Background: an optimization exercise with open tools, aiming at small area, a short achievable clock period and few clock cycles per item. Do not read the settings as production practice.
RTL that was checked went through simulation tests only; none was proved equivalent to the original.
Function not checked in run 1: the RTL went through the layout flow alone.
Power and IR drop assume default switching activity.

## flow/design.v (module list and top-level ports; edited modules follow where they fit)
// module fp_mult_stream: 1698 lines
// module fp_mult_stream_fa: 10 lines
// module fp_mult_stream_ha: 9 lines
// module fp_mult_stream_add: 316 lines
module fp_mult_stream #(
    parameter int WIDTH      = 32,
    parameter int INT_WIDTH  = 16,
    parameter int FRAC_WIDTH = 16,
    parameter int SIGNED     = 1,
    parameter int STAGES     = 3,
    parameter int ROUND      = 1
) (
    input  logic              clk,
    input  logic              reset,
    input  logic              in_valid,
    output logic              in_ready,
    input  logic [WIDTH-1:0]  left,
    input  logic [WIDTH-1:0]  right,
    output logic              out_valid,
    input  logic              out_ready,
    output logic [WIDTH-1:0]  out,
    output logic              ovf
);
  // ...
==> flow/flow/run.sh <==
#!/bin/bash
# The standard layout (standard.sh), with repair_timing aiming for
# 6.0 ns of setup slack at the design's 10 ns clock.
set -euo pipefail
bash standard.sh SETUP_SLACK_MARGIN=6.0 finish > standard_flow.log 2>&1
==> flow/standard.sh <==
#!/bin/bash
# synth_recipe.tcl (not shown) runs the flow's synth.tcl, then flattens the netlist and writes it again
# the make line also repeats each setting of config.mk as NAME=value (left out here)
make -C /OpenROAD-flow-scripts/flow DESIGN_CONFIG=/design/flow/config.mk WORK_HOME=/design/flow/orfs CLKGATE_MAP_FILE= SYNTH_SCRIPT=/design/flow/synth_recipe.tcl "${@:-finish}"
==> flow/config.mk <==
export PLATFORM = sky130hd
export DESIGN_NAME = fp_mult_stream
export DESIGN_NICKNAME = fp_mult_stream
export VERILOG_FILES = /design/flow/design.v
export SDC_FILE = /design/flow/constraint.sdc
export NUM_CORES = 4
export LEC_CHECK = 0
export ABC_AREA = 1
export CAP_MARGIN = 20
export CORE_MARGIN = 2
export CORE_UTILIZATION = 40
export SLEW_MARGIN = 20
export SYNTH_HIERARCHICAL = 1
==> flow/constraint.sdc <==
create_clock -name core_clock -period 10.0 [get_ports {clk}]
set_input_delay 2.0000 -clock core_clock [delete_from_list [all_inputs] [get_ports {clk}]]
set_output_delay 2.0000 -clock core_clock [all_outputs]
set_load 0.01 [all_outputs]
==> flow_summary.yaml, run 1 <==
outcome:
  status: "no timing/DRC/antenna violations"
die:
  die_area_sq_um: 83100
  dieWidth_um: 288
sta:
  skew_ns: 0.0236
  rsz0062_at_grt: "yes"
power:
  pwr-share-comb_pct: 67.8
  peakVddDrop_v: 0.000273
worst_setup_path:
  crit_type: "register to register"
  critPathMaxFanout: 8
  r2r-start: "cs_q[6]"
  critPathTopFamily: "simple AND/OR/NAND/NOR gates"
  critPathMaxStageDelay_ns: 0.41
clock_tree:
  clock_sinks: 295
  clk_pin_slew_ns: 0.06
  cts_buffers: 39
finish:
  final_common_cell: "xor2_1"
  fin_nets: 3707
  stdcell_area_sq_um: 36700
  ff_latch_area_sq_um: 8810
  largest_register_ffs: 143
  dominant_cells: "multi-input combinational cells"
  reg.largest.list: "cs_q x143, res0_q x33, res1_q x33"
  diodes: 0
  nFlopsAndLatches: 295
  inv_count: 265
drt:
  dr.pass1.iters: 6
  wl_per_cell_um: 24.7
  routed_wirelength_mm: 102
global_routing:
  met2_usage_pct: 40.1
placed_design:
  gp_congestion: 0.877
  hpwl_mm: 63.2
==> inputs of run 2 (changes only) <==
--- a/flow/design.v
+++ b/flow/design.v
@@ -1667,27 +1667,27 @@
     fp_mult_stream_ha u_s2_507 (.a(cs_q[132]), .b(cs_q[133]), .s(s2_507), .co(c2_507));
     wire s2_508, c2_508;
     fp_mult_stream_ha u_s2_508 (.a(cs_q[134]), .b(cs_q[135]), .s(s2_508), .co(c2_508));
     wire s2_509, c2_509;
     fp_mult_stream_ha u_s2_509 (.a(cs_q[136]), .b(cs_q[137]), .s(s2_509), .co(c2_509));
     wire s2_510, c2_510;
     fp_mult_stream_ha u_s2_510 (.a(cs_q[138]), .b(cs_q[139]), .s(s2_510), .co(c2_510));
     wire [16:0] low_sum2 = {1'b0, {cs_q[29], cs_q[27], cs_q[25], cs_q[23], cs_q[21], cs_q[19], cs_q[17], cs_q[15], cs_q[13], cs_q[11], cs_q[9], cs_q[7], cs_q[5], cs_q[3], cs_q[2], cs_q[0]}} + {1'b0, {cs_q[30], cs_q[28], cs_q[26], cs_q[24], cs_q[22], cs_q[20], cs_q[18], cs_q[16], cs_q[14], cs_q[12], cs_q[10], cs_q[8], cs_q[6], cs_q[4], 1'b0, cs_q[1]}};
-    wire [48:0] add_a = {cs_q[141], cs_q[140], c2_509, c2_508, c2_507, c2_506, c2_505, c2_504, c2_503, c2_502, c2_501, c2_500, c2_499, c2_498, c2_497, c2_496, c2_495, c2_494, c2_493, c2_492, c2_491, c2_490, c2_489, c2_488, c2_487, c2_485, c2_484, c2_482, c2_481, c2_479, c2_477, c2_475, c2_473, c2_471, c2_469, s2_468, c2_466, c2_465, c2_464, c2_463, c2_462, c2_461, c2_460, c2_459, cs_q[39], cs_q[35], cs_q[33], cs_q[31], low_sum2[16]};
-    wire [48:0] add_b = {cs_q[142], c2_510, s2_510, s2_509, s2_508, s2_507, s2_506, s2_505, s2_504, s2_503, s2_502, s2_501, s2_500, s2_499, s2_498, s2_497, s2_496, s2_495, s2_494, s2_493, s2_492, s2_491, s2_490, s2_489, s2_488, s2_487, s2_485, s2_484, s2_482, s2_481, s2_479, s2_477, s2_475, s2_473, s2_471, s2_469, s2_467, s2_466, s2_465, s2_464, s2_463, s2_462, s2_461, s2_460, s2_459, cs_q[36], cs_q[34], cs_q[32], low_sum2[16]};
+    wire [47:0] add_a = {cs_q[141], cs_q[140], c2_509, c2_508, c2_507, c2_506, c2_505, c2_504, c2_503, c2_502, c2_501, c2_500, c2_499, c2_498, c2_497, c2_496, c2_495, c2_494, c2_493, c2_492, c2_491, c2_490, c2_489, c2_488, c2_487, c2_485, c2_484, c2_482, c2_481, c2_479, c2_477, c2_475, c2_473, c2_471, c2_469, s2_468, c2_466, c2_465, c2_464, c2_463, c2_462, c2_461, c2_460, c2_459, cs_q[39], cs_q[35], cs_q[33], cs_q[31]};
+    wire [47:0] add_b = {cs_q[142], c2_510, s2_510, s2_509, s2_508, s2_507, s2_506, s2_505, s2_504, s2_503, s2_502, s2_501, s2_500, s2_499, s2_498, s2_497, s2_496, s2_495, s2_494, s2_493, s2_492, s2_491, s2_490, s2_489, s2_488, s2_487, s2_485, s2_484, s2_482, s2_481, s2_479, s2_477, s2_475, s2_473, s2_471, s2_469, s2_467, s2_466, s2_465, s2_464, s2_463, s2_462, s2_461, s2_460, s2_459, cs_q[36], cs_q[34], cs_q[32]};
     wire [47:0] sum;
     wire        c47;                        
-    fp_mult_stream_add u_add (.a(add_a), .b(add_b), .s(sum), .c47(c47));
+    fp_mult_stream_add u_add (.a(add_a), .b(add_b), .cin(low_sum2[16]), .s(sum), .c47(c47));
     logic [16:0] hx, hy, hp;
     logic [16:1] z_ok, o_ok;
     logic        z_hi, o_hi, all_eq, ovf_c;
     always_comb begin
-        hx = add_a[48:32];
-        hy = add_b[48:32];
+        hx = add_a[47:31];
+        hy = add_b[47:31];
         hp = hx ^ hy;
         for (int i = 1; i < 17; i++) begin
             z_ok[i] = hp[i] == (hx[i-1] | hy[i-1]);
             o_ok[i] = hp[i] != (hx[i-1] & hy[i-1]);
         end
         z_hi   = &z_ok;
         o_hi   = &o_ok;
         all_eq = c47 ? ((z_hi & hp[0]) | (o_hi & ~hp[0]))
@@ -1711,25 +1711,26 @@
     input  logic b,
     output logic s,
     output logic co
 );
     assign s  = a ^ b;
     assign co = a & b;
 endmodule
 module fp_mult_stream_add (
-    input  logic [48:0] a,
-    input  logic [48:0] b,
+    input  logic [47:0] a,
+    input  logic [47:0] b,
+    input  logic        cin,
     output logic [47:0] s,
     output logic        c47
 );
-    logic c32;
-    assign c47 = c32;
-    wire [48:0] fa_g0 = a & b;
-    wire [48:0] fa_p0 = a ^ b;
+    logic c31;
+    assign c47 = c31;
+    wire [47:0] fa_g0 = a & b;
+    wire [47:0] fa_p0 = a ^ b;
     wire fa_gn0 = fa_g0[1] | (fa_p0[1] & fa_g0[0]);
     wire fa_pn0 = fa_p0[1] & fa_p0[0];
     wire fa_gn1 = fa_g0[3] | (fa_p0[3] & fa_g0[2]);
     wire fa_pn1 = fa_p0[3] & fa_p0[2];
     wire fa_gn2 = fa_g0[5] | (fa_p0[5] & fa_g0[4]);
     wire fa_pn2 = fa_p0[5] & fa_p0[4];
     wire fa_gn3 = fa_g0[7] | (fa_p0[7] & fa_g0[6]);
     wire fa_pn3 = fa_p0[7] & fa_p0[6];
@@ -1766,268 +1767,258 @@
     wire fa_gn19 = fa_g0[39] | (fa_p0[39] & fa_g0[38]);
     wire fa_pn19 = fa_p0[39] & fa_p0[38];
     wire fa_gn20 = fa_g0[41] | (fa_p0[41] & fa_g0[40]);
     wire fa_pn20 = fa_p0[41] & fa_p0[40];
     wire fa_gn21 = fa_g0[43] | (fa_p0[43] & fa_g0[42]);
     wire fa_pn21 = fa_p0[43] & fa_p0[42];
     wire fa_gn22 = fa_g0[45] | (fa_p0[45] & fa_g0[44]);
     wire fa_pn22 = fa_p0[45] & fa_p0[44];
-    wire fa_gn23 = fa_g0[47] | (fa_p0[47] & fa_g0[46]);
-    wire fa_pn23 = fa_p0[47] & fa_p0[46];
-    wire fa_gn24 = fa_g0[2] | (fa_p0[2] & fa_gn0);
-    wire fa_pn24 = fa_p0[2] & fa_pn0;
-    wire fa_gn25 = fa_gn1 | (fa_pn1 & fa_gn0);
-    wire fa_pn25 = fa_pn1 & fa_pn0;
-    wire fa_gn26 = fa_g0[6] | (fa_p0[6] & fa_gn2);
-    wire fa_pn26 = fa_p0[6] & fa_pn2;
-    wire fa_gn27 = fa_gn3 | (fa_pn3 & fa_gn2);
-    wire fa_pn27 = fa_pn3 & fa_pn2;
-    wire fa_gn28 = fa_g0[10] | (fa_p0[10] & fa_gn4);
-    wire fa_pn28 = fa_p0[10] & fa_pn4;
-    wire fa_gn29 = fa_gn5 | (fa_pn5 & fa_gn4);
-    wire fa_pn29 = fa_pn5 & fa_pn4;
-    wire fa_gn30 = fa_g0[14] | (fa_p0[14] & fa_gn6);
-    wire fa_pn30 = fa_p0[14] & fa_pn6;
-    wire fa_gn31 = fa_gn7 | (fa_pn7 & fa_gn6);
-    wire fa_pn31 = fa_pn7 & fa_pn6;
-    wire fa_gn32 = fa_g0[18] | (fa_p0[18] & fa_gn8);
-    wire fa_pn32 = fa_p0[18] & fa_pn8;
-    wire fa_gn33 = fa_gn9 | (fa_pn9 & fa_gn8);
-    wire fa_pn33 = fa_pn9 & fa_pn8;
-    wire fa_gn34 = fa_g0[22] | (fa_p0[22] & fa_gn10);
-    wire fa_pn34 = fa_p0[22] & fa_pn10;
-    wire fa_gn35 = fa_gn11 | (fa_pn11 & fa_gn10);
-    wire fa_pn35 = fa_pn11 & fa_pn10;
-    wire fa_gn36 = fa_g0[26] | (fa_p0[26] & fa_gn12);
-    wire fa_pn36 = fa_p0[26] & fa_pn12;
-    wire fa_gn37 = fa_gn13 | (fa_pn13 & fa_gn12);
-    wire fa_pn37 = fa_pn13 & fa_pn12;
-    wire fa_gn38 = fa_g0[30] | (fa_p0[30] & fa_gn14);
-    wire fa_pn38 = fa_p0[30] & fa_pn14;
-    wire fa_gn39 = fa_gn15 | (fa_pn15 & fa_gn14);
-    wire fa_pn39 = fa_pn15 & fa_pn14;
-    wire fa_gn40 = fa_g0[34] | (fa_p0[34] & fa_gn16);
-    wire fa_pn40 = fa_p0[34] & fa_pn16;
-    wire fa_gn41 = fa_gn17 | (fa_pn17 & fa_gn16);
-    wire fa_pn41 = fa_pn17 & fa_pn16;
-    wire fa_gn42 = fa_g0[38] | (fa_p0[38] & fa_gn18);
-    wire fa_pn42 = fa_p0[38] & fa_pn18;
-    wire fa_gn43 = fa_gn19 | (fa_pn19 & fa_gn18);
-    wire fa_pn43 = fa_pn19 & fa_pn18;
-    wire fa_gn44 = fa_g0[42] | (fa_p0[42] & fa_gn20);
-    wire fa_pn44 = fa_p0[42] & fa_pn20;
-    wire fa_gn45 = fa_gn21 | (fa_pn21 & fa_gn20);
-    wire fa_pn45 = fa_pn21 & fa_pn20;
-    wire fa_gn46 = fa_g0[46] | (fa_p0[46] & fa_gn22);
-    wire fa_pn46 = fa_p0[46] & fa_pn22;
-    wire fa_gn47 = fa_gn23 | (fa_pn23 & fa_gn22);
-    wire fa_pn47 = fa_pn23 & fa_pn22;
-    wire fa_gn48 = fa_g0[4] | (fa_p0[4] & fa_gn25);
-    wire fa_pn48 = fa_p0[4] & fa_pn25;
-    wire fa_gn49 = fa_gn2 | (fa_pn2 & fa_gn25);
-    wire fa_pn49 = fa_pn2 & fa_pn25;
-    wire fa_gn50 = fa_gn26 | (fa_pn26 & fa_gn25);
-    wire fa_pn50 = fa_pn26 & fa_pn25;
-    wire fa_gn51 = fa_gn27 | (fa_pn27 & fa_gn25);
-    wire fa_pn51 = fa_pn27 & fa_pn25;
-    wire fa_gn52 = fa_g0[12] | (fa_p0[12] & fa_gn29);
-    wire fa_pn52 = fa_p0[12] & fa_pn29;
-    wire fa_gn53 = fa_gn6 | (fa_pn6 & fa_gn29);
-    wire fa_pn53 = fa_pn6 & fa_pn29;
-    wire fa_gn54 = fa_gn30 | (fa_pn30 & fa_gn29);
-    wire fa_pn54 = fa_pn30 & fa_pn29;
-    wire fa_gn55 = fa_gn31 | (fa_pn31 & fa_gn29);
-    wire fa_pn55 = fa_pn31 & fa_pn29;
-    wire fa_gn56 = fa_g0[20] | (fa_p0[20] & fa_gn33);
-    wire fa_pn56 = fa_p0[20] & fa_pn33;
-    wire fa_gn57 = fa_gn10 | (fa_pn10 & fa_gn33);
-    wire fa_pn57 = fa_pn10 & fa_pn33;
-    wire fa_gn58 = fa_gn34 | (fa_pn34 & fa_gn33);
-    wire fa_pn58 = fa_pn34 & fa_pn33;
-    wire fa_gn59 = fa_gn35 | (fa_pn35 & fa_gn33);
-    wire fa_pn59 = fa_pn35 & fa_pn33;
-    wire fa_gn60 = fa_g0[28] | (fa_p0[28] & fa_gn37);
-    wire fa_pn60 = fa_p0[28] & fa_pn37;
-    wire fa_gn61 = fa_gn14 | (fa_pn14 & fa_gn37);
-    wire fa_pn61 = fa_pn14 & fa_pn37;
-    wire fa_gn62 = fa_gn38 | (fa_pn38 & fa_gn37);
-    wire fa_pn62 = fa_pn38 & fa_pn37;
-    wire fa_gn63 = fa_gn39 | (fa_pn39 & fa_gn37);
-    wire fa_pn63 = fa_pn39 & fa_pn37;
-    wire fa_gn64 = fa_g0[36] | (fa_p0[36] & fa_gn41);
-    wire fa_pn64 = fa_p0[36] & fa_pn41;
-    wire fa_gn65 = fa_gn18 | (fa_pn18 & fa_gn41);
-    wire fa_pn65 = fa_pn18 & fa_pn41;
-    wire fa_gn66 = fa_gn42 | (fa_pn42 & fa_gn41);
-    wire fa_pn66 = fa_pn42 & fa_pn41;
-    wire fa_gn67 = fa_gn43 | (fa_pn43 & fa_gn41);
-    wire fa_pn67 = fa_pn43 & fa_pn41;
-    wire fa_gn68 = fa_g0[44] | (fa_p0[44] & fa_gn45);
-    wire fa_pn68 = fa_p0[44] & fa_pn45;
-    wire fa_gn69 = fa_gn22 | (fa_pn22 & fa_gn45);
-    wire fa_pn69 = fa_pn22 & fa_pn45;
-    wire fa_gn70 = fa_gn46 | (fa_pn46 & fa_gn45);
-    wire fa_pn70 = fa_pn46 & fa_pn45;
-    wire fa_gn71 = fa_gn47 | (fa_pn47 & fa_gn45);
-    wire fa_pn71 = fa_pn47 & fa_pn45;
-    wire fa_gn72 = fa_g0[8] | (fa_p0[8] & fa_gn51);
-    wire fa_pn72 = fa_p0[8] & fa_pn51;
-    wire fa_gn73 = fa_gn4 | (fa_pn4 & fa_gn51);
-    wire fa_pn73 = fa_pn4 & fa_pn51;
-    wire fa_gn74 = fa_gn28 | (fa_pn28 & fa_gn51);
-    wire fa_pn74 = fa_pn28 & fa_pn51;
-    wire fa_gn75 = fa_gn29 | (fa_pn29 & fa_gn51);
-    wire fa_pn75 = fa_pn29 & fa_pn51;
-    wire fa_gn76 = fa_gn52 | (fa_pn52 & fa_gn51);
-    wire fa_pn76 = fa_pn52 & fa_pn51;
-    wire fa_gn77 = fa_gn53 | (fa_pn53 & fa_gn51);
-    wire fa_pn77 = fa_pn53 & fa_pn51;
-    wire fa_gn78 = fa_gn54 | (fa_pn54 & fa_gn51);
-    wire fa_pn78 = fa_pn54 & fa_pn51;
-    wire fa_gn79 = fa_gn55 | (fa_pn55 & fa_gn51);
-    wire fa_pn79 = fa_pn55 & fa_pn51;
-    wire fa_gn80 = fa_g0[24] | (fa_p0[24] & fa_gn59);
-    wire fa_pn80 = fa_p0[24] & fa_pn59;
-    wire fa_gn81 = fa_gn12 | (fa_pn12 & fa_gn59);
-    wire fa_pn81 = fa_pn12 & fa_pn59;
-    wire fa_gn82 = fa_gn36 | (fa_pn36 & fa_gn59);
-    wire fa_pn82 = fa_pn36 & fa_pn59;
-    wire fa_gn83 = fa_gn37 | (fa_pn37 & fa_gn59);
-    wire fa_pn83 = fa_pn37 & fa_pn59;
-    wire fa_gn84 = fa_gn60 | (fa_pn60 & fa_gn59);
-    wire fa_pn84 = fa_pn60 & fa_pn59;
-    wire fa_gn85 = fa_gn61 | (fa_pn61 & fa_gn59);
-    wire fa_pn85 = fa_pn61 & fa_pn59;
-    wire fa_gn86 = fa_gn62 | (fa_pn62 & fa_gn59);
-    wire fa_pn86 = fa_pn62 & fa_pn59;
-    wire fa_gn87 = fa_gn63 | (fa_pn63 & fa_gn59);
-    wire fa_pn87 = fa_pn63 & fa_pn59;
-    wire fa_gn88 = fa_g0[40] | (fa_p0[40] & fa_gn67);
-    wire fa_pn88 = fa_p0[40] & fa_pn67;
-    wire fa_gn89 = fa_gn20 | (fa_pn20 & fa_gn67);
-    wire fa_pn89 = fa_pn20 & fa_pn67;
-    wire fa_gn90 = fa_gn44 | (fa_pn44 & fa_gn67);
-    wire fa_pn90 = fa_pn44 & fa_pn67;
-    wire fa_gn91 = fa_gn45 | (fa_pn45 & fa_gn67);
-    wire fa_pn91 = fa_pn45 & fa_pn67;
-    wire fa_gn92 = fa_gn68 | (fa_pn68 & fa_gn67);
-    wire fa_pn92 = fa_pn68 & fa_pn67;
-    wire fa_gn93 = fa_gn69 | (fa_pn69 & fa_gn67);
-    wire fa_pn93 = fa_pn69 & fa_pn67;
-    wire fa_gn94 = fa_gn70 | (fa_pn70 & fa_gn67);
-    wire fa_pn94 = fa_pn70 & fa_pn67;
-    wire fa_gn95 = fa_gn71 | (fa_pn71 & fa_gn67);
-    wire fa_pn95 = fa_pn71 & fa_pn67;
-    wire fa_gn96 = fa_g0[16] | (fa_p0[16] & fa_gn79);
-    wire fa_pn96 = fa_p0[16] & fa_pn79;
-    wire fa_gn97 = fa_gn8 | (fa_pn8 & fa_gn79);
-    wire fa_pn97 = fa_pn8 & fa_pn79;
-    wire fa_gn98 = fa_gn32 | (fa_pn32 & fa_gn79);
-    wire fa_pn98 = fa_pn32 & fa_pn79;
-    wire fa_gn99 = fa_gn33 | (fa_pn33 & fa_gn79);
-    wire fa_pn99 = fa_pn33 & fa_pn79;
-    wire fa_gn100 = fa_gn56 | (fa_pn56 & fa_gn79);
-    wire fa_pn100 = fa_pn56 & fa_pn79;
-    wire fa_gn101 = fa_gn57 | (fa_pn57 & fa_gn79);
-    wire fa_pn101 = fa_pn57 & fa_pn79;
-    wire fa_gn102 = fa_gn58 | (fa_pn58 & fa_gn79);
-    wire fa_pn102 = fa_pn58 & fa_pn79;
-    wire fa_gn103 = fa_gn59 | (fa_pn59 & fa_gn79);
-    wire fa_pn103 = fa_pn59 & fa_pn79;
-    wire fa_gn104 = fa_gn80 | (fa_pn80 & fa_gn79);
-    wire fa_pn104 = fa_pn80 & fa_pn79;
-    wire fa_gn105 = fa_gn81 | (fa_pn81 & fa_gn79);
-    wire fa_pn105 = fa_pn81 & fa_pn79;
-    wire fa_gn106 = fa_gn82 | (fa_pn82 & fa_gn79);
-    wire fa_pn106 = fa_pn82 & fa_pn79;
-    wire fa_gn107 = fa_gn83 | (fa_pn83 & fa_gn79);
-    wire fa_pn107 = fa_pn83 & fa_pn79;
-    wire fa_gn108 = fa_gn84 | (fa_pn84 & fa_gn79);
-    wire fa_pn108 = fa_pn84 & fa_pn79;
-    wire fa_gn109 = fa_gn85 | (fa_pn85 & fa_gn79);
-    wire fa_pn109 = fa_pn85 & fa_pn79;
-    wire fa_gn110 = fa_gn86 | (fa_pn86 & fa_gn79);
-    wire fa_pn110 = fa_pn86 & fa_pn79;
-    wire fa_gn111 = fa_gn87 | (fa_pn87 & fa_gn79);
-    wire fa_pn111 = fa_pn87 & fa_pn79;
-    wire fa_gn112 = fa_g0[32] | (fa_p0[32] & fa_gn111);
-    wire fa_pn112 = fa_p0[32] & fa_pn111;
-    wire fa_gn113 = fa_gn16 | (fa_pn16 & fa_gn111);
-    wire fa_pn113 = fa_pn16 & fa_pn111;
-    wire fa_gn114 = fa_gn40 | (fa_pn40 & fa_gn111);
-    wire fa_pn114 = fa_pn40 & fa_pn111;
-    wire fa_gn115 = fa_gn41 | (fa_pn41 & fa_gn111);
-    wire fa_pn115 = fa_pn41 & fa_pn111;
-    wire fa_gn116 = fa_gn64 | (fa_pn64 & fa_gn111);
-    wire fa_pn116 = fa_pn64 & fa_pn111;
-    wire fa_gn117 = fa_gn65 | (fa_pn65 & fa_gn111);
-    wire fa_pn117 = fa_pn65 & fa_pn111;
-    wire fa_gn118 = fa_gn66 | (fa_pn66 & fa_gn111);
-    wire fa_pn118 = fa_pn66 & fa_pn111;
-    wire fa_gn119 = fa_gn67 | (fa_pn67 & fa_gn111);
-    wire fa_pn119 = fa_pn67 & fa_pn111;
-    wire fa_gn120 = fa_gn88 | (fa_pn88 & fa_gn111);
-    wire fa_pn120 = fa_pn88 & fa_pn111;
-    wire fa_gn121 = fa_gn89 | (fa_pn89 & fa_gn111);
-    wire fa_pn121 = fa_pn89 & fa_pn111;
-    wire fa_gn122 = fa_gn90 | (fa_pn90 & fa_gn111);
-    wire fa_pn122 = fa_pn90 & fa_pn111;
-    wire fa_gn123 = fa_gn91 | (fa_pn91 & fa_gn111);
-    wire fa_pn123 = fa_pn91 & fa_pn111;
-    wire fa_gn124 = fa_gn92 | (fa_pn92 & fa_gn111);
-    wire fa_pn124 = fa_pn92 & fa_pn111;
-    wire fa_gn125 = fa_gn93 | (fa_pn93 & fa_gn111);
-    wire fa_pn125 = fa_pn93 & fa_pn111;
-    wire fa_gn126 = fa_gn94 | (fa_pn94 & fa_gn111);
-    wire fa_pn126 = fa_pn94 & fa_pn111;
-    wire fa_gn127 = fa_gn95 | (fa_pn95 & fa_gn111);
-    wire fa_pn127 = fa_pn95 & fa_pn111;
-    assign s[0] = fa_p0[1] ^ fa_g0[0];
-    assign s[1] = fa_p0[2] ^ fa_gn0;
-    assign s[2] = fa_p0[3] ^ fa_gn24;
-    assign s[3] = fa_p0[4] ^ fa_gn25;
-    assign s[4] = fa_p0[5] ^ fa_gn48;
-    assign s[5] = fa_p0[6] ^ fa_gn49;
-    assign s[6] = fa_p0[7] ^ fa_gn50;
-    assign s[7] = fa_p0[8] ^ fa_gn51;
-    assign s[8] = fa_p0[9] ^ fa_gn72;
-    assign s[9] = fa_p0[10] ^ fa_gn73;
-    assign s[10] = fa_p0[11] ^ fa_gn74;
-    assign s[11] = fa_p0[12] ^ fa_gn75;
-    assign s[12] = fa_p0[13] ^ fa_gn76;
-    assign s[13] = fa_p0[14] ^ fa_gn77;
-    assign s[14] = fa_p0[15] ^ fa_gn78;
-    assign s[15] = fa_p0[16] ^ fa_gn79;
-    assign s[16] = fa_p0[17] ^ fa_gn96;
-    assign s[17] = fa_p0[18] ^ fa_gn97;
-    assign s[18] = fa_p0[19] ^ fa_gn98;
-    assign s[19] = fa_p0[20] ^ fa_gn99;
-    assign s[20] = fa_p0[21] ^ fa_gn100;
-    assign s[21] = fa_p0[22] ^ fa_gn101;
-    assign s[22] = fa_p0[23] ^ fa_gn102;
-    assign s[23] = fa_p0[24] ^ fa_gn103;
-    assign s[24] = fa_p0[25] ^ fa_gn104;
-    assign s[25] = fa_p0[26] ^ fa_gn105;
-    assign s[26] = fa_p0[27] ^ fa_gn106;
-    assign s[27] = fa_p0[28] ^ fa_gn107;
-    assign s[28] = fa_p0[29] ^ fa_gn108;
-    assign s[29] = fa_p0[30] ^ fa_gn109;
-    assign s[30] = fa_p0[31] ^ fa_gn110;
-    assign s[31] = fa_p0[32] ^ fa_gn111;
-    assign s[32] = fa_p0[33] ^ fa_gn112;
-    assign s[33] = fa_p0[34] ^ fa_gn113;
-    assign s[34] = fa_p0[35] ^ fa_gn114;
-    assign s[35] = fa_p0[36] ^ fa_gn115;
-    assign s[36] = fa_p0[37] ^ fa_gn116;
-    assign s[37] = fa_p0[38] ^ fa_gn117;
-    assign s[38] = fa_p0[39] ^ fa_gn118;
-    assign s[39] = fa_p0[40] ^ fa_gn119;
-    assign s[40] = fa_p0[41] ^ fa_gn120;
-    assign s[41] = fa_p0[42] ^ fa_gn121;
-    assign s[42] = fa_p0[43] ^ fa_gn122;
-    assign s[43] = fa_p0[44] ^ fa_gn123;
-    assign s[44] = fa_p0[45] ^ fa_gn124;
-    assign s[45] = fa_p0[46] ^ fa_gn125;
-    assign s[46] = fa_p0[47] ^ fa_gn126;
-    assign s[47] = fa_p0[48] ^ fa_gn127;
-    assign c32 = fa_gn111;
+    wire fa_gn23 = fa_g0[2] | (fa_p0[2] & fa_gn0);
+    wire fa_pn23 = fa_p0[2] & fa_pn0;
+    wire fa_gn24 = fa_gn1 | (fa_pn1 & fa_gn0);
+    wire fa_pn24 = fa_pn1 & fa_pn0;
+    wire fa_gn25 = fa_g0[6] | (fa_p0[6] & fa_gn2);
+    wire fa_pn25 = fa_p0[6] & fa_pn2;
+    wire fa_gn26 = fa_gn3 | (fa_pn3 & fa_gn2);
+    wire fa_pn26 = fa_pn3 & fa_pn2;
+    wire fa_gn27 = fa_g0[10] | (fa_p0[10] & fa_gn4);
+    wire fa_pn27 = fa_p0[10] & fa_pn4;
+    wire fa_gn28 = fa_gn5 | (fa_pn5 & fa_gn4);
+    wire fa_pn28 = fa_pn5 & fa_pn4;
+    wire fa_gn29 = fa_g0[14] | (fa_p0[14] & fa_gn6);
+    wire fa_pn29 = fa_p0[14] & fa_pn6;
+    wire fa_gn30 = fa_gn7 | (fa_pn7 & fa_gn6);
+    wire fa_pn30 = fa_pn7 & fa_pn6;
+    wire fa_gn31 = fa_g0[18] | (fa_p0[18] & fa_gn8);
+    wire fa_pn31 = fa_p0[18] & fa_pn8;
+    wire fa_gn32 = fa_gn9 | (fa_pn9 & fa_gn8);
+    wire fa_pn32 = fa_pn9 & fa_pn8;
+    wire fa_gn33 = fa_g0[22] | (fa_p0[22] & fa_gn10);
+    wire fa_pn33 = fa_p0[22] & fa_pn10;
+    wire fa_gn34 = fa_gn11 | (fa_pn11 & fa_gn10);
+    wire fa_pn34 = fa_pn11 & fa_pn10;
+    wire fa_gn35 = fa_g0[26] | (fa_p0[26] & fa_gn12);
+    wire fa_pn35 = fa_p0[26] & fa_pn12;
+    wire fa_gn36 = fa_gn13 | (fa_pn13 & fa_gn12);
+    wire fa_pn36 = fa_pn13 & fa_pn12;
+    wire fa_gn37 = fa_g0[30] | (fa_p0[30] & fa_gn14);
+    wire fa_pn37 = fa_p0[30] & fa_pn14;
+    wire fa_gn38 = fa_gn15 | (fa_pn15 & fa_gn14);
+    wire fa_pn38 = fa_pn15 & fa_pn14;
+    wire fa_gn39 = fa_g0[34] | (fa_p0[34] & fa_gn16);
+    wire fa_pn39 = fa_p0[34] & fa_pn16;
+    wire fa_gn40 = fa_gn17 | (fa_pn17 & fa_gn16);
+    wire fa_pn40 = fa_pn17 & fa_pn16;
+    wire fa_gn41 = fa_g0[38] | (fa_p0[38] & fa_gn18);
+    wire fa_pn41 = fa_p0[38] & fa_pn18;
+    wire fa_gn42 = fa_gn19 | (fa_pn19 & fa_gn18);
+    wire fa_pn42 = fa_pn19 & fa_pn18;
+    wire fa_gn43 = fa_g0[42] | (fa_p0[42] & fa_gn20);
+    wire fa_pn43 = fa_p0[42] & fa_pn20;
+    wire fa_gn44 = fa_gn21 | (fa_pn21 & fa_gn20);
+    wire fa_pn44 = fa_pn21 & fa_pn20;
+    wire fa_gn45 = fa_g0[46] | (fa_p0[46] & fa_gn22);
+    wire fa_pn45 = fa_p0[46] & fa_pn22;
+    wire fa_gn46 = fa_g0[4] | (fa_p0[4] & fa_gn24);
+    wire fa_pn46 = fa_p0[4] & fa_pn24;
+    wire fa_gn47 = fa_gn2 | (fa_pn2 & fa_gn24);
+    wire fa_pn47 = fa_pn2 & fa_pn24;
+    wire fa_gn48 = fa_gn25 | (fa_pn25 & fa_gn24);
+    wire fa_pn48 = fa_pn25 & fa_pn24;
+    wire fa_gn49 = fa_gn26 | (fa_pn26 & fa_gn24);
+    wire fa_pn49 = fa_pn26 & fa_pn24;
+    wire fa_gn50 = fa_g0[12] | (fa_p0[12] & fa_gn28);
+    wire fa_pn50 = fa_p0[12] & fa_pn28;
+    wire fa_gn51 = fa_gn6 | (fa_pn6 & fa_gn28);
+    wire fa_pn51 = fa_pn6 & fa_pn28;
+    wire fa_gn52 = fa_gn29 | (fa_pn29 & fa_gn28);
+    wire fa_pn52 = fa_pn29 & fa_pn28;
+    wire fa_gn53 = fa_gn30 | (fa_pn30 & fa_gn28);
+    wire fa_pn53 = fa_pn30 & fa_pn28;
+    wire fa_gn54 = fa_g0[20] | (fa_p0[20] & fa_gn32);
+    wire fa_pn54 = fa_p0[20] & fa_pn32;
+    wire fa_gn55 = fa_gn10 | (fa_pn10 & fa_gn32);
+    wire fa_pn55 = fa_pn10 & fa_pn32;
+    wire fa_gn56 = fa_gn33 | (fa_pn33 & fa_gn32);
+    wire fa_pn56 = fa_pn33 & fa_pn32;
+    wire fa_gn57 = fa_gn34 | (fa_pn34 & fa_gn32);
+    wire fa_pn57 = fa_pn34 & fa_pn32;
+    wire fa_gn58 = fa_g0[28] | (fa_p0[28] & fa_gn36);
+    wire fa_pn58 = fa_p0[28] & fa_pn36;
+    wire fa_gn59 = fa_gn14 | (fa_pn14 & fa_gn36);
+    wire fa_pn59 = fa_pn14 & fa_pn36;
+    wire fa_gn60 = fa_gn37 | (fa_pn37 & fa_gn36);
+    wire fa_pn60 = fa_pn37 & fa_pn36;
+    wire fa_gn61 = fa_gn38 | (fa_pn38 & fa_gn36);
+    wire fa_pn61 = fa_pn38 & fa_pn36;
+    wire fa_gn62 = fa_g0[36] | (fa_p0[36] & fa_gn40);
+    wire fa_pn62 = fa_p0[36] & fa_pn40;
+    wire fa_gn63 = fa_gn18 | (fa_pn18 & fa_gn40);
+    wire fa_pn63 = fa_pn18 & fa_pn40;
+    wire fa_gn64 = fa_gn41 | (fa_pn41 & fa_gn40);
+    wire fa_pn64 = fa_pn41 & fa_pn40;
+    wire fa_gn65 = fa_gn42 | (fa_pn42 & fa_gn40);
+    wire fa_pn65 = fa_pn42 & fa_pn40;
+    wire fa_gn66 = fa_g0[44] | (fa_p0[44] & fa_gn44);
+    wire fa_pn66 = fa_p0[44] & fa_pn44;
+    wire fa_gn67 = fa_gn22 | (fa_pn22 & fa_gn44);
+    wire fa_pn67 = fa_pn22 & fa_pn44;
+    wire fa_gn68 = fa_gn45 | (fa_pn45 & fa_gn44);
+    wire fa_pn68 = fa_pn45 & fa_pn44;
+    wire fa_gn69 = fa_g0[8] | (fa_p0[8] & fa_gn49);
+    wire fa_pn69 = fa_p0[8] & fa_pn49;
+    wire fa_gn70 = fa_gn4 | (fa_pn4 & fa_gn49);
+    wire fa_pn70 = fa_pn4 & fa_pn49;
+    wire fa_gn71 = fa_gn27 | (fa_pn27 & fa_gn49);
+    wire fa_pn71 = fa_pn27 & fa_pn49;
+    wire fa_gn72 = fa_gn28 | (fa_pn28 & fa_gn49);
+    wire fa_pn72 = fa_pn28 & fa_pn49;
+    wire fa_gn73 = fa_gn50 | (fa_pn50 & fa_gn49);
+    wire fa_pn73 = fa_pn50 & fa_pn49;
+    wire fa_gn74 = fa_gn51 | (fa_pn51 & fa_gn49);
+    wire fa_pn74 = fa_pn51 & fa_pn49;
+    wire fa_gn75 = fa_gn52 | (fa_pn52 & fa_gn49);
+    wire fa_pn75 = fa_pn52 & fa_pn49;
+    wire fa_gn76 = fa_gn53 | (fa_pn53 & fa_gn49);
+    wire fa_pn76 = fa_pn53 & fa_pn49;
+    wire fa_gn77 = fa_g0[24] | (fa_p0[24] & fa_gn57);
+    wire fa_pn77 = fa_p0[24] & fa_pn57;
+    wire fa_gn78 = fa_gn12 | (fa_pn12 & fa_gn57);
+    wire fa_pn78 = fa_pn12 & fa_pn57;
+    wire fa_gn79 = fa_gn35 | (fa_pn35 & fa_gn57);
+    wire fa_pn79 = fa_pn35 & fa_pn57;
+    wire fa_gn80 = fa_gn36 | (fa_pn36 & fa_gn57);
+    wire fa_pn80 = fa_pn36 & fa_pn57;
+    wire fa_gn81 = fa_gn58 | (fa_pn58 & fa_gn57);
+    wire fa_pn81 = fa_pn58 & fa_pn57;
+    wire fa_gn82 = fa_gn59 | (fa_pn59 & fa_gn57);
+    wire fa_pn82 = fa_pn59 & fa_pn57;
+    wire fa_gn83 = fa_gn60 | (fa_pn60 & fa_gn57);
+    wire fa_pn83 = fa_pn60 & fa_pn57;
+    wire fa_gn84 = fa_gn61 | (fa_pn61 & fa_gn57);
+    wire fa_pn84 = fa_pn61 & fa_pn57;
+    wire fa_gn85 = fa_g0[40] | (fa_p0[40] & fa_gn65);
+    wire fa_pn85 = fa_p0[40] & fa_pn65;
+    wire fa_gn86 = fa_gn20 | (fa_pn20 & fa_gn65);
+    wire fa_pn86 = fa_pn20 & fa_pn65;
+    wire fa_gn87 = fa_gn43 | (fa_pn43 & fa_gn65);
+    wire fa_pn87 = fa_pn43 & fa_pn65;
+    wire fa_gn88 = fa_gn44 | (fa_pn44 & fa_gn65);
+    wire fa_pn88 = fa_pn44 & fa_pn65;
+    wire fa_gn89 = fa_gn66 | (fa_pn66 & fa_gn65);
+    wire fa_pn89 = fa_pn66 & fa_pn65;
+    wire fa_gn90 = fa_gn67 | (fa_pn67 & fa_gn65);
+    wire fa_pn90 = fa_pn67 & fa_pn65;
+    wire fa_gn91 = fa_gn68 | (fa_pn68 & fa_gn65);
+    wire fa_pn91 = fa_pn68 & fa_pn65;
+    wire fa_gn92 = fa_g0[16] | (fa_p0[16] & fa_gn76);
+    wire fa_pn92 = fa_p0[16] & fa_pn76;
+    wire fa_gn93 = fa_gn8 | (fa_pn8 & fa_gn76);
+    wire fa_pn93 = fa_pn8 & fa_pn76;
+    wire fa_gn94 = fa_gn31 | (fa_pn31 & fa_gn76);
+    wire fa_pn94 = fa_pn31 & fa_pn76;
+    wire fa_gn95 = fa_gn32 | (fa_pn32 & fa_gn76);
+    wire fa_pn95 = fa_pn32 & fa_pn76;
+    wire fa_gn96 = fa_gn54 | (fa_pn54 & fa_gn76);
+    wire fa_pn96 = fa_pn54 & fa_pn76;
+    wire fa_gn97 = fa_gn55 | (fa_pn55 & fa_gn76);
+    wire fa_pn97 = fa_pn55 & fa_pn76;
+    wire fa_gn98 = fa_gn56 | (fa_pn56 & fa_gn76);
+    wire fa_pn98 = fa_pn56 & fa_pn76;
+    wire fa_gn99 = fa_gn57 | (fa_pn57 & fa_gn76);
+    wire fa_pn99 = fa_pn57 & fa_pn76;
+    wire fa_gn100 = fa_gn77 | (fa_pn77 & fa_gn76);
+    wire fa_pn100 = fa_pn77 & fa_pn76;
+    wire fa_gn101 = fa_gn78 | (fa_pn78 & fa_gn76);
+    wire fa_pn101 = fa_pn78 & fa_pn76;
+    wire fa_gn102 = fa_gn79 | (fa_pn79 & fa_gn76);
+    wire fa_pn102 = fa_pn79 & fa_pn76;
+    wire fa_gn103 = fa_gn80 | (fa_pn80 & fa_gn76);
+    wire fa_pn103 = fa_pn80 & fa_pn76;
+    wire fa_gn104 = fa_gn81 | (fa_pn81 & fa_gn76);
+    wire fa_pn104 = fa_pn81 & fa_pn76;
+    wire fa_gn105 = fa_gn82 | (fa_pn82 & fa_gn76);
+    wire fa_pn105 = fa_pn82 & fa_pn76;
+    wire fa_gn106 = fa_gn83 | (fa_pn83 & fa_gn76);
+    wire fa_pn106 = fa_pn83 & fa_pn76;
+    wire fa_gn107 = fa_gn84 | (fa_pn84 & fa_gn76);
+    wire fa_pn107 = fa_pn84 & fa_pn76;
+    wire fa_gn108 = fa_g0[32] | (fa_p0[32] & fa_gn107);
+    wire fa_pn108 = fa_p0[32] & fa_pn107;
+    wire fa_gn109 = fa_gn16 | (fa_pn16 & fa_gn107);
+    wire fa_pn109 = fa_pn16 & fa_pn107;
+    wire fa_gn110 = fa_gn39 | (fa_pn39 & fa_gn107);
+    wire fa_pn110 = fa_pn39 & fa_pn107;
+    wire fa_gn111 = fa_gn40 | (fa_pn40 & fa_gn107);
+    wire fa_pn111 = fa_pn40 & fa_pn107;
+    wire fa_gn112 = fa_gn62 | (fa_pn62 & fa_gn107);
+    wire fa_pn112 = fa_pn62 & fa_pn107;
+    wire fa_gn113 = fa_gn63 | (fa_pn63 & fa_gn107);
+    wire fa_pn113 = fa_pn63 & fa_pn107;
+    wire fa_gn114 = fa_gn64 | (fa_pn64 & fa_gn107);
+    wire fa_pn114 = fa_pn64 & fa_pn107;
+    wire fa_gn115 = fa_gn65 | (fa_pn65 & fa_gn107);
+    wire fa_pn115 = fa_pn65 & fa_pn107;
+    wire fa_gn116 = fa_gn85 | (fa_pn85 & fa_gn107);
+    wire fa_pn116 = fa_pn85 & fa_pn107;
+    wire fa_gn117 = fa_gn86 | (fa_pn86 & fa_gn107);
+    wire fa_pn117 = fa_pn86 & fa_pn107;
+    wire fa_gn118 = fa_gn87 | (fa_pn87 & fa_gn107);
+    wire fa_pn118 = fa_pn87 & fa_pn107;
+    wire fa_gn119 = fa_gn88 | (fa_pn88 & fa_gn107);
+    wire fa_pn119 = fa_pn88 & fa_pn107;
+    wire fa_gn120 = fa_gn89 | (fa_pn89 & fa_gn107);
+    wire fa_pn120 = fa_pn89 & fa_pn107;
+    wire fa_gn121 = fa_gn90 | (fa_pn90 & fa_gn107);
+    wire fa_pn121 = fa_pn90 & fa_pn107;
+    wire fa_gn122 = fa_gn91 | (fa_pn91 & fa_gn107);
+    wire fa_pn122 = fa_pn91 & fa_pn107;
+    assign s[0] = fa_p0[0] ^ cin;
+    assign s[1] = fa_p0[1] ^ (fa_g0[0] | (fa_p0[0] & cin));
+    assign s[2] = fa_p0[2] ^ (fa_gn0 | (fa_pn0 & cin));
+    assign s[3] = fa_p0[3] ^ (fa_gn23 | (fa_pn23 & cin));
+    assign s[4] = fa_p0[4] ^ (fa_gn24 | (fa_pn24 & cin));
+    assign s[5] = fa_p0[5] ^ (fa_gn46 | (fa_pn46 & cin));
+    assign s[6] = fa_p0[6] ^ (fa_gn47 | (fa_pn47 & cin));
+    assign s[7] = fa_p0[7] ^ (fa_gn48 | (fa_pn48 & cin));
+    assign s[8] = fa_p0[8] ^ (fa_gn49 | (fa_pn49 & cin));
+    assign s[9] = fa_p0[9] ^ (fa_gn69 | (fa_pn69 & cin));
+    assign s[10] = fa_p0[10] ^ (fa_gn70 | (fa_pn70 & cin));
+    assign s[11] = fa_p0[11] ^ (fa_gn71 | (fa_pn71 & cin));
+    assign s[12] = fa_p0[12] ^ (fa_gn72 | (fa_pn72 & cin));
+    assign s[13] = fa_p0[13] ^ (fa_gn73 | (fa_pn73 & cin));
+    assign s[14] = fa_p0[14] ^ (fa_gn74 | (fa_pn74 & cin));
+    assign s[15] = fa_p0[15] ^ (fa_gn75 | (fa_pn75 & cin));
+    assign s[16] = fa_p0[16] ^ (fa_gn76 | (fa_pn76 & cin));
+    assign s[17] = fa_p0[17] ^ (fa_gn92 | (fa_pn92 & cin));
+    assign s[18] = fa_p0[18] ^ (fa_gn93 | (fa_pn93 & cin));
+    assign s[19] = fa_p0[19] ^ (fa_gn94 | (fa_pn94 & cin));
+    assign s[20] = fa_p0[20] ^ (fa_gn95 | (fa_pn95 & cin));
+    assign s[21] = fa_p0[21] ^ (fa_gn96 | (fa_pn96 & cin));
+    assign s[22] = fa_p0[22] ^ (fa_gn97 | (fa_pn97 & cin));
+    assign s[23] = fa_p0[23] ^ (fa_gn98 | (fa_pn98 & cin));
+    assign s[24] = fa_p0[24] ^ (fa_gn99 | (fa_pn99 & cin));
+    assign s[25] = fa_p0[25] ^ (fa_gn100 | (fa_pn100 & cin));
+    assign s[26] = fa_p0[26] ^ (fa_gn101 | (fa_pn101 & cin));
+    assign s[27] = fa_p0[27] ^ (fa_gn102 | (fa_pn102 & cin));
+    assign s[28] = fa_p0[28] ^ (fa_gn103 | (fa_pn103 & cin));
+    assign s[29] = fa_p0[29] ^ (fa_gn104 | (fa_pn104 & cin));
+    assign s[30] = fa_p0[30] ^ (fa_gn105 | (fa_pn105 & cin));
+    assign s[31] = fa_p0[31] ^ (fa_gn106 | (fa_pn106 & cin));
+    assign s[32] = fa_p0[32] ^ (fa_gn107 | (fa_pn107 & cin));
+    assign s[33] = fa_p0[33] ^ (fa_gn108 | (fa_pn108 & cin));
+    assign s[34] = fa_p0[34] ^ (fa_gn109 | (fa_pn109 & cin));
+    assign s[35] = fa_p0[35] ^ (fa_gn110 | (fa_pn110 & cin));
+    assign s[36] = fa_p0[36] ^ (fa_gn111 | (fa_pn111 & cin));
+    assign s[37] = fa_p0[37] ^ (fa_gn112 | (fa_pn112 & cin));
+    assign s[38] = fa_p0[38] ^ (fa_gn113 | (fa_pn113 & cin));
+    assign s[39] = fa_p0[39] ^ (fa_gn114 | (fa_pn114 & cin));
+    assign s[40] = fa_p0[40] ^ (fa_gn115 | (fa_pn115 & cin));
+    assign s[41] = fa_p0[41] ^ (fa_gn116 | (fa_pn116 & cin));
+    assign s[42] = fa_p0[42] ^ (fa_gn117 | (fa_pn117 & cin));
+    assign s[43] = fa_p0[43] ^ (fa_gn118 | (fa_pn118 & cin));
+    assign s[44] = fa_p0[44] ^ (fa_gn119 | (fa_pn119 & cin));
+    assign s[45] = fa_p0[45] ^ (fa_gn120 | (fa_pn120 & cin));
+    assign s[46] = fa_p0[46] ^ (fa_gn121 | (fa_pn121 & cin));
+    assign s[47] = fa_p0[47] ^ (fa_gn122 | (fa_pn122 & cin));
+    assign c31 = (fa_gn106 | (fa_pn106 & cin));
 endmodule
==> flow/config.mk (replaced) <==
export PLATFORM = sky130hd
export DESIGN_NAME = fp_mult_stream
export DESIGN_NICKNAME = fp_mult_stream
export VERILOG_FILES = /design/flow/design.v
export SDC_FILE = /design/flow/constraint.sdc
export NUM_CORES = 4
export LEC_CHECK = 0
export ABC_AREA = 1
export CAP_MARGIN = 20
export CORE_MARGIN = 2
export CORE_UTILIZATION = 65
export PLACE_DENSITY = 0.75
export SLEW_MARGIN = 20
export SYNTH_HIERARCHICAL = 1
==> run 2 against run 1 <==
Net effect:
- still clean on timing, DRC and antenna
- sequential share of layout area increased by 0.28 points
- combinational power increased by 16%
- power increased by 9.7%
- critical path type unchanged
- critical endpoint is now res0_q[27]
- largest power group unchanged
==> flow_summary.yaml, run 2 <==
outcome:
  status: "no timing/DRC/antenna violations"
worst_setup_path:
  cp.required_ns: 10.43
  r2r_cells: 23
  crit_type: "register to register"
  cp.arrival_ns: 4.46
  reg2reg_to: "res0_q[27]"
  r2r_slack_ns: 5.97
  cp-end-kind: "register"
  r2r-start: "cs_q[72]"
  critPathMaxFanout: 7
  cp-start-kind: "register"
finish:
  stdcell_area_sq_um: 36300
  layout-drive-gt1-share_pct: 11.2
  final_common_cell: "xor2_1"
  area_delta_synth_final_pct: 12.2
  fin_nets: 3729
  largest_register_ffs: 143
  mostFrequentLayoutCells: "xor2_1 (568), o22ai_1 (493), fa_1 (432), nand2_1 (291), edfxtp_1 (290)"
  reg.largest.list: "cs_q x143, res0_q x33, res1_q x33"
  top_register: "cs_q"
die:
  ios: 103
  start_util_pct: 65.9
  core_area_sq_um: 49100
  die_h_um: 227
  rows: 81
  dieWidth_um: 227
  die_area_sq_um: 51500
clock_tree:
  clk-insertion-delay-late_ns: 0.59
  cts_hold_buf: 0
  cts_buffers: 35
  cts_buffer_depth: 3
  clock_sinks: 295
  cts_root_buffer: "clkbuf_16"
  cts_tree: "built"
  htreeDepth: 2
  clk_pin_slew_ns: 0.06
sta:
  rsz0062_at_grt: "yes"
  timing.final.max_slew_violations: 0
  hold_viol_final: 0
  skew_ns: 0.0334
  slew_headroom_pct: 31.5
  post-route-period-util_pct: 40.3
  setup_violations: 0
  finalCriticalPeriod_ns: 4.03
  worst_pin_slew_ns: 1.03
  setup-tns-final_ns: 0
  fmax_mhz: 248
drt:
  drc_errors: 0
  routed_wirelength_mm: 112
  drt_iter0_drc: 3659
  wl_per_cell_um: 29.7
  ant_nets: 0
  dr.pass1.iters: 8
  viasPerCell: 6.99
  vias: 26300
global_routing:
  grtUsageTotal_pct: 43.3
  grt_pass1_vias: 26500
  antenna_found_initial: 6
  grt_pass1_wl_mm: 161
  grt_max_degree: 170
  gr-total-overflow: 0
min_path:
  whs_path_depth: 2
  hold_class: "register to register"
  hold_start: "valid_q[1]"
  worst_hold_path.endpoint: "valid_q[1]"
placed_design:
  hpwl_mm: 69.0
  gp_congestion: 0.990
  numPortBuffers: 102
  dpl_cell_area_sq_um: 33700
job:
  cap_violations: 0
logic_synthesis:
  synth_nets: 3716
  synth.cell_area_sq_um: 32300
  avgSynthCellArea_sq_um: 10.6
  netlist_instances: 3058
  ys_warn_count: 7
power:
  total_power_uw: 13200
  peakVddDrop_v: 0.000233
  power_density_nw_per_um2: 364
  leakage_uw: 0.0152
-- run 2: worst max path at each step --
stage / cells past startpoint / slack [ns] / startpoint / to
floorplan: 2 / 6.20 / out_ready / res0_q[0]
global placement: 9 / 5.52 / a_q[31] / cs_q[94]
detailed placement: 9 / 5.47 / a_q[31] / cs_q[80]
CTS: 9 / 6.00 / one_q[4] / cs_q[80]
global route: 23 / 5.81 / cs_q[72] / res0_q[27]
finish: 23 / 5.97 / cs_q[72] / res0_q[27]
-- run 2: critical path, cell delays in order (launching register included) --
cell	delay, ns
edfxtp_1	0.41
fa_1	0.50
fa_1	0.58
ha_4	0.23
nand2_2	0.06
nand2_2	0.07
nand3_2	0.06
nand2_2	0.06
nand2_2	0.08
nand2_4	0.09
a21oi_4	0.18
nand3_4	0.12
nand2_2	0.08
nand2_2	0.05
nor2_2	0.09
nand2_2	0.07
nor2_4	0.13
nand3_4	0.21
buf_6	0.20
nand2_8	0.09
nand2_1	0.21
nand2_4	0.13
nand2_2	0.05
nand2_2	0.10
-- run 2: where the power goes --
group / switching, uW / internal (uW)
clock network: 559 / 750
logic: 5630 / 3840
registers: 175 / 2230
total: 6360 / 6820
-- run 2: stage by stage --
| step | util (%) | hold WS [ns] | instances | setup WS (ns) |
|---|---|---|---|---|
| final | 73.9 | 0.484 | 3759 | 5.97 |
| after global routing | 73.9 | 0.521 | 3756 | 5.81 |
| after CTS | 71.9 | 0.480 | 3715 | 6.00 |
| after detailed placement | 68.7 | 0.470 | 3635 | 5.47 |
| after global placement | 68.7 | 0.456 | 3635 | 5.52 |
| after floorplan | - | 0.424 | 3058 | 6.20 |
-- run 2: layout make-up --
cell class	count	area [sq um]
inverters	253	1010
clock buffers	39	891
multi-input cells	2247	22000
well taps	664	831
flip-flops and latches	295	8810
clock inverters	19	236
diodes	3	7.51
repair buffers	239	2490
fillers	3403	12800
-- run 2: repair_timing --
item                       in CTS  in global routing
hold endpoints to repair        0                  0
setup buffers                  20                 35
gates resized for setup        57                161
setup endpoints to repair     142                123
cloned                          2                  6
pin swaps                       6                 43
-- run 2: routing by layer --
metal	GRT usage, %	up-vias	share of wire [%]
met5	2.37	-	0.041
met4	25.5	6	7.5
met3	18.8	707	16
met2	63.9	2512	42
met1	52.8	12700	34
li1	-	10400	-
Testbench counts of run 2, summed over its fixed seeds: cycles 16,024, items 16,000.
==> inputs of run 3 (changes only) <==
--- a/flow/config.mk
+++ b/flow/config.mk
@@ -8,7 +8,6 @@
 export ABC_AREA = 1
 export CAP_MARGIN = 20
 export CORE_MARGIN = 2
-export CORE_UTILIZATION = 65
-export PLACE_DENSITY = 0.75
+export CORE_UTILIZATION = 40
 export SLEW_MARGIN = 20
 export SYNTH_HIERARCHICAL = 1
==> run 3 against run 2 <==
Net effect:
- first-iteration DRC count is 32% lower
- sequential power is 2% lower
- worst setup slack better by 0.064 ns
- highest routed layer is now met4
- critical endpoint is now cs_q[92]
- fmax is 1.6% higher
- final cell count is 9.8% higher
- critical path type unchanged
- still clean on timing, DRC and antenna
- clock-buffer cell count is 1 higher
- flip-flop and latch count stayed put
==> flow_summary.yaml, run 3 <==
sta:
  post-route-period-util_pct: 39.6
  skew_ns: 0.0291
  setup-tns-final_ns: 0
  setup_violations: 0
  rsz0062_at_grt: "yes"
  finalCriticalPeriod_ns: 3.96
  hold_viol_final: 0
  fmax_mhz: 252
  layout_setup_ws_ns: 6.04
  timing.final.max_slew_violations: 0
  slew_headroom_pct: 30.1
  worst_pin_slew_ns: 1.05
die:
  rows: 104
  die_h_um: 288
  start_util_pct: 40.3
  ios: 103
  core_area_sq_um: 80300
  dieWidth_um: 288
  die_area_sq_um: 83100
worst_setup_path:
  cp-start-kind: "register"
  cp-end-kind: "register"
  cp.required_ns: 10.31
  crit_type: "register to register"
  cp.arrival_ns: 4.27
  critPathMaxFanout: 31
  r2r_cells: 9
finish:
  area_delta_synth_final_pct: 12.6
  fin_nets: 3700
  mostFrequentLayoutCells: "xor2_1 (570), o22ai_1 (494), fa_1 (432), nand2_1 (315), edfxtp_1 (290)"
  diodes: 0
  reg.largest.list: "cs_q x143, res0_q x33, res1_q x33"
  largest_register_ffs: 143
  layout-drive-gt1-share_pct: 9.45
  nFillCells: 7444
  final_common_cell: "xor2_1"
  top_register: "cs_q"
clock_tree:
  clk-insertion-delay-late_ns: 0.59
  cts_buffer_depth: 3
  cts_buffers: 39
  cts_root_buffer: "clkbuf_16"
  clock_sinks: 295
  clk_pin_slew_ns: 0.06
  htreeDepth: 2
  cts_hold_buf: 0
  cts_tree: "built"
placed_design:
  dp_slack_ns: 5.46
  gp_congestion: 0.859
  numPortBuffers: 102
  hpwl_mm: 64.2
power:
  p_seq_share_pct: 19.2
  leakage_uw: 0.0150
  total_power_uw: 12300
  power_density_nw_per_um2: 337
  switching_share_pct: 45.8
  clock_power_share_pct: 11.7
  internal_power_uw: 6660
  peakVddDrop_v: 0.000252
  pwr-share-comb_pct: 69.1
  netSwitchingPower_uw: 5620
global_routing:
  gr-total-overflow: 0
  grt_pass1_vias: 25500
  antenna_found_initial: 0
  grt_pass1_wl_mm: 154
  grt_max_degree: 104
  grtUsageTotal_pct: 24.6
drt:
  routed_wirelength_mm: 102
  dr.pass1.iters: 6
  drt_iter0_drc: 2479
  ant_nets: 0
  viasPerCell: 5.85
  drc_errors: 0
  vias: 24100
  wl_per_cell_um: 24.7
min_path:
  hold_class: "register to register"
  whs_path_depth: 2
logic_synthesis:
  synth_nets: 3716
  avgSynthCellArea_sq_um: 10.6
  synth.cell_area_sq_um: 32300
  ys_warn_count: 7
  netlist_instances: 3058
job:
  cap_violations: 0
outcome:
  status: "no timing/DRC/antenna violations"
-- run 3: changes by cell type in the layout (fill, tap and decap cells not counted), sizes merged --
cell / before / now
nand2: 368 / 365
clkinvlp: 13 / 14
buf: 130 / 103
nand3: 38 / 37
diode: 3 / 0
clkbuf: 46 / 44
clkinv: 18 / 20
inv: 237 / 243
-- run 3: metrics by stage --
step	std cells	cell area, sq um	util, %	hold slack, ns
2_1_floorplan	3058	32300	-	0.424
3_3_place_gp	4035	34200	42.6	0.457
3_5_place_dp	4035	34200	42.6	0.461
4_1_cts	4118	35900	44.7	0.472
5_1_grt	4128	36400	45.3	0.494
6_report	4128	36400	45.3	0.469
-- run 3: critical path: stages, from the launching register on --
cell      delay (ns)
edfxtp_1        0.39
inv_1           0.07
buf_4           0.43
o22ai_1         0.21
xor2_1          0.21
fa_1            0.46
fa_1            0.47
fa_1            0.43
fa_1            0.54
fa_1            0.43
-- run 3: power by group through the flow --
stage	Clock [uW]	Combinational (uW)	Sequential (uW)
floorplan	0	5580	2350
global placement	0	7940	2380
detailed placement	0	8020	2390
CTS	1480	8180	2370
global route	1520	9630	2400
finish	1430	8480	2360
-- run 3: layer usage --
layer  global-route usage [%]  wire, um  up-vias
li1                         -         -    10300
met1                     30.4     38200    12100
met2                     40.5     48200     1414
met3                     5.06      9590      353
met4                     13.3      5880        0
met5                   0.0568         0        -
-- run 3: final cells by class --
type | count | area (sq um) | area share (%)
clock inverter | 27 | 302 | 0.828
clock buffer | 40 | 1000 | 2.75
sequential | 295 | 8810 | 24.2
tap | 1060 | 1330 | 3.64
inverter | 253 | 981 | 2.69
timing repair inverter | 1 | 7.51 | 0.0206
timing repair buffer | 209 | 2160 | 5.93
multi-input combinational | 2243 | 21800 | 59.9
-- run 3: worst paths after layout --
kind | from | end | slack (ns)
min reg2reg | valid_q[1] | valid_q[1] | 0.47
min | valid_q[1] | valid_q[1] | 0.47
max | two_q[14] | cs_q[92] | 6.04
max reg2reg | two_q[14] | cs_q[92] | 6.04
-- run 3: what timing repair did --
item | CTS | global route
pin swaps | 6 | 30
setup buffers | 14 | 7
resized for setup | 40 | 107
cloned | 2 | 3
endpoints found under the setup margin | 119 | 98
==> inputs of run 4 (changes only) <==
==> flow/flow/run.sh (replaced) <==
#!/bin/bash
set -euo pipefail
bash standard.sh SETUP_SLACK_MARGIN=6.0 finish > standard_flow.log 2>&1
==> run 4 against run 3 <==
Net effect:
- sequential power about the same
- die area unchanged
- critical path depth did not move
- synthesized cell count unchanged
- worst setup slack unchanged
- final cell count unchanged
- via count unchanged
- critical endpoint unchanged
- highest routed layer unchanged
==> flow_summary.yaml, run 4 <==
outcome:
  status: "no timing/DRC/antenna violations"
worst_setup_path:
  critPathTopFamily: "adder cells"
  cp.required_ns: 10.31
  r2r_cells: 9
  cp-end-kind: "register"
  cp.arrival_ns: 4.27
  critPathMaxFanout: 31
  crit_buf_inv: 2
  crit_type: "register to register"
  r2r_slack_ns: 6.04
  slowest_stage: "fa_1"
  cp-start-kind: "register"
  r2r-start: "two_q[14]"
  cp_cell_sequence: "inv_1 > buf_4 > o22ai_1 > xor2_1 > fa_1 > fa_1 > fa_1 > fa_1 > fa_1"
  critPathMaxStageDelay_ns: 0.54
  crit_top_cell: "fa_1"
  reg2reg_to: "cs_q[92]"
sta:
  fmax_mhz: 252
  setup_violations: 0
  setup-tns-final_ns: 0
  holdWs_ns: 0.469
  finalCriticalPeriod_ns: 3.96
  rsz0062_at_grt: "yes"
  slew_headroom_pct: 30.1
  post-route-period-util_pct: 39.6
  worst_pin_slew_ns: 1.05
  hold_viol_final: 0
  skew_ns: 0.0291
  timing.final.max_slew_violations: 0
finish:
  multi_input_area_sq_um: 21800
  top_register: "cs_q"
  largest_register_ffs: 143
  reg.largest.list: "cs_q x143, res0_q x33, res1_q x33"
  fin_cells: 4128
  stdcell_area_sq_um: 36400
  layout-drive-gt1-share_pct: 9.45
  mostFrequentLayoutCells: "xor2_1 (570), o22ai_1 (494), fa_1 (432), nand2_1 (315), edfxtp_1 (290)"
  nFillCells: 7444
  fin_nets: 3700
  area_delta_synth_final_pct: 12.6
  ff_latch_area_sq_um: 8810
  diodes: 0
  final_common_cell: "xor2_1"
die:
  dieWidth_um: 288
  ios: 103
  die_area_sq_um: 83100
  start_util_pct: 40.3
  core_area_sq_um: 80300
  rows: 104
  die_h_um: 288
drt:
  vias: 24100
  wl_per_cell_um: 24.7
  drt_iter0_drc: 2479
  viasPerCell: 5.85
  routed_wirelength_mm: 102
  met1_length_mm: 38.2
  drc_errors: 0
  top_layer: "met4"
  dr_wl_met3_mm: 9.59
  wl_met2_mm: 48.2
  ant_nets: 0
  dr.pass1.iters: 6
logic_synthesis:
  ys_warn_count: 7
  avgSynthCellArea_sq_um: 10.6
  synth_nets: 3716
  synth.cell_area_sq_um: 32300
  netlist_instances: 3058
global_routing:
  grt_max_degree: 104
  gr-total-overflow: 0
  grt_pass1_wl_mm: 154
  grtUsageTotal_pct: 24.6
  antenna_found_initial: 0
  grt_pass1_vias: 25500
clock_tree:
  cts_hold_buf: 0
  cts_tree: "built"
  clk_pin_slew_ns: 0.06
  cts_buffer_depth: 3
  cts_root_buffer: "clkbuf_16"
  cts_buffers: 39
  clock_sinks: 295
  clk-insertion-delay-late_ns: 0.59
  htreeDepth: 2
power:
  leakage_uw: 0.0150
  power_density_nw_per_um2: 337
  peakVddDrop_v: 0.000252
job:
  cap_violations: 0
min_path:
  worst_hold_path.endpoint: "valid_q[1]"
  whs_path_depth: 2
  hold_class: "register to register"
  hold_start: "valid_q[1]"
placed_design:
  numPortBuffers: 102
  dp.cells: 4035
  hpwl_mm: 64.2
  gp_congestion: 0.859
  dpl_cell_area_sq_um: 34200
run 4: final cells by class:
type	count	share of cell area (%)
clock inverter	27	0.828
timing repair inverter	1	0.0206
multi-input combinational	2243	59.9
sequential	295	24.2
tap	1060	3.64
inverter	253	2.69
clock buffer	40	2.75
timing repair buffer	209	5.93
run 4: worst reg2reg max path, delay by kind of cell, from the launching register on:
| family | cells | cell delay (ns) |
|---|---|---|
| AO/OA/AOI/OAI | 1 | 0.24 |
| XOR/XNOR | 1 | 0.21 |
| adder cells (fa/ha/maj) | 5 | 2.34 |
| buffers and inverters | 2 | 0.50 |
| flip-flops | 1 | 0.39 |
run 4: through the flow:
stage	utilization, %	power, uW	worst slack [ns]
2_1_floorplan	-	7930	6.20
3_3_place_gp	42.6	10300	5.50
3_5_place_dp	42.6	10400	5.46
4_1_cts	44.7	12000	6.00
5_1_grt	45.3	13500	5.85
6_report	45.3	12300	6.04
run 4: worst max-delay path by stage:
stage	from	to	slack, ns	depth (start not counted)
floorplan	out_ready	res0_q[0]	6.20	2
global placement	cs_q[60]	res0_q[1]	5.50	20
detailed placement	cs_q[60]	res0_q[1]	5.46	20
CTS	cs_q[72]	res0_q[31]	6.00	22
global route	cs_q[87]	res0_q[24]	5.85	22
finish	two_q[14]	cs_q[92]	6.04	9
run 4: where the power goes:
group	leakage (uW)	internal, uW	switching, uW
clock network	0.000614	840	594
registers	0.00309	2230	133
logic	0.0113	3590	4890
total	0.0150	6660	5620
run 4: metal layers:
metal / vias up / global-route usage (%)
li1: 10300 / -
met1: 12100 / 30.4
met2: 1414 / 40.5
met3: 353 / 5.06
met4: 0 / 13.3
met5: - / 0.0568
run 4: repair_timing:
action	in CTS	in global routing
setup endpoints to repair	119	98
buffers inserted	14	7
resized for setup	40	107
hold endpoints to repair	0	0
pin swaps	6	30
cloned	2	3

[static timing again, ports no longer ideal]
How much do the figures lean on ideal ports? The routed layouts below were timed once more, with nothing changed but the port constraints. Step 1, drivers: a clkbuf_16 drives clk and a buf_2 each remaining input, both assumed. Step 2 moves the port delays by t, midway between the first and last clock arrival at a register: inputs arrive t later, outputs are due t later. That takes back most of the time a late clock gives input paths. Three values: ideal ports, drivers, drivers and shift; two values: the first two.
run | t, ns | setup WS [ns] | clock arrival spread, ns | worst register clock-pin slew, ns | cell pins on the clock port's net
run 1 | 0.632 | 6.034 / 6.034 / 6.034 | 0.023 / 0.024 | 0.06 / 0.06 | 1
run 2 | 0.633 | 5.974 / 5.974 / 5.974 | 0.033 / 0.033 | 0.07 / 0.07 | 1
run 3 | 0.644 | 6.038 / 6.038 / 6.038 | 0.029 / 0.030 | 0.06 / 0.06 | 1
run 4 | 0.644 | 6.038 / 6.038 / 6.038 | 0.029 / 0.030 | 0.06 / 0.06 | 1
After both steps setup and hold are still met in every run listed.
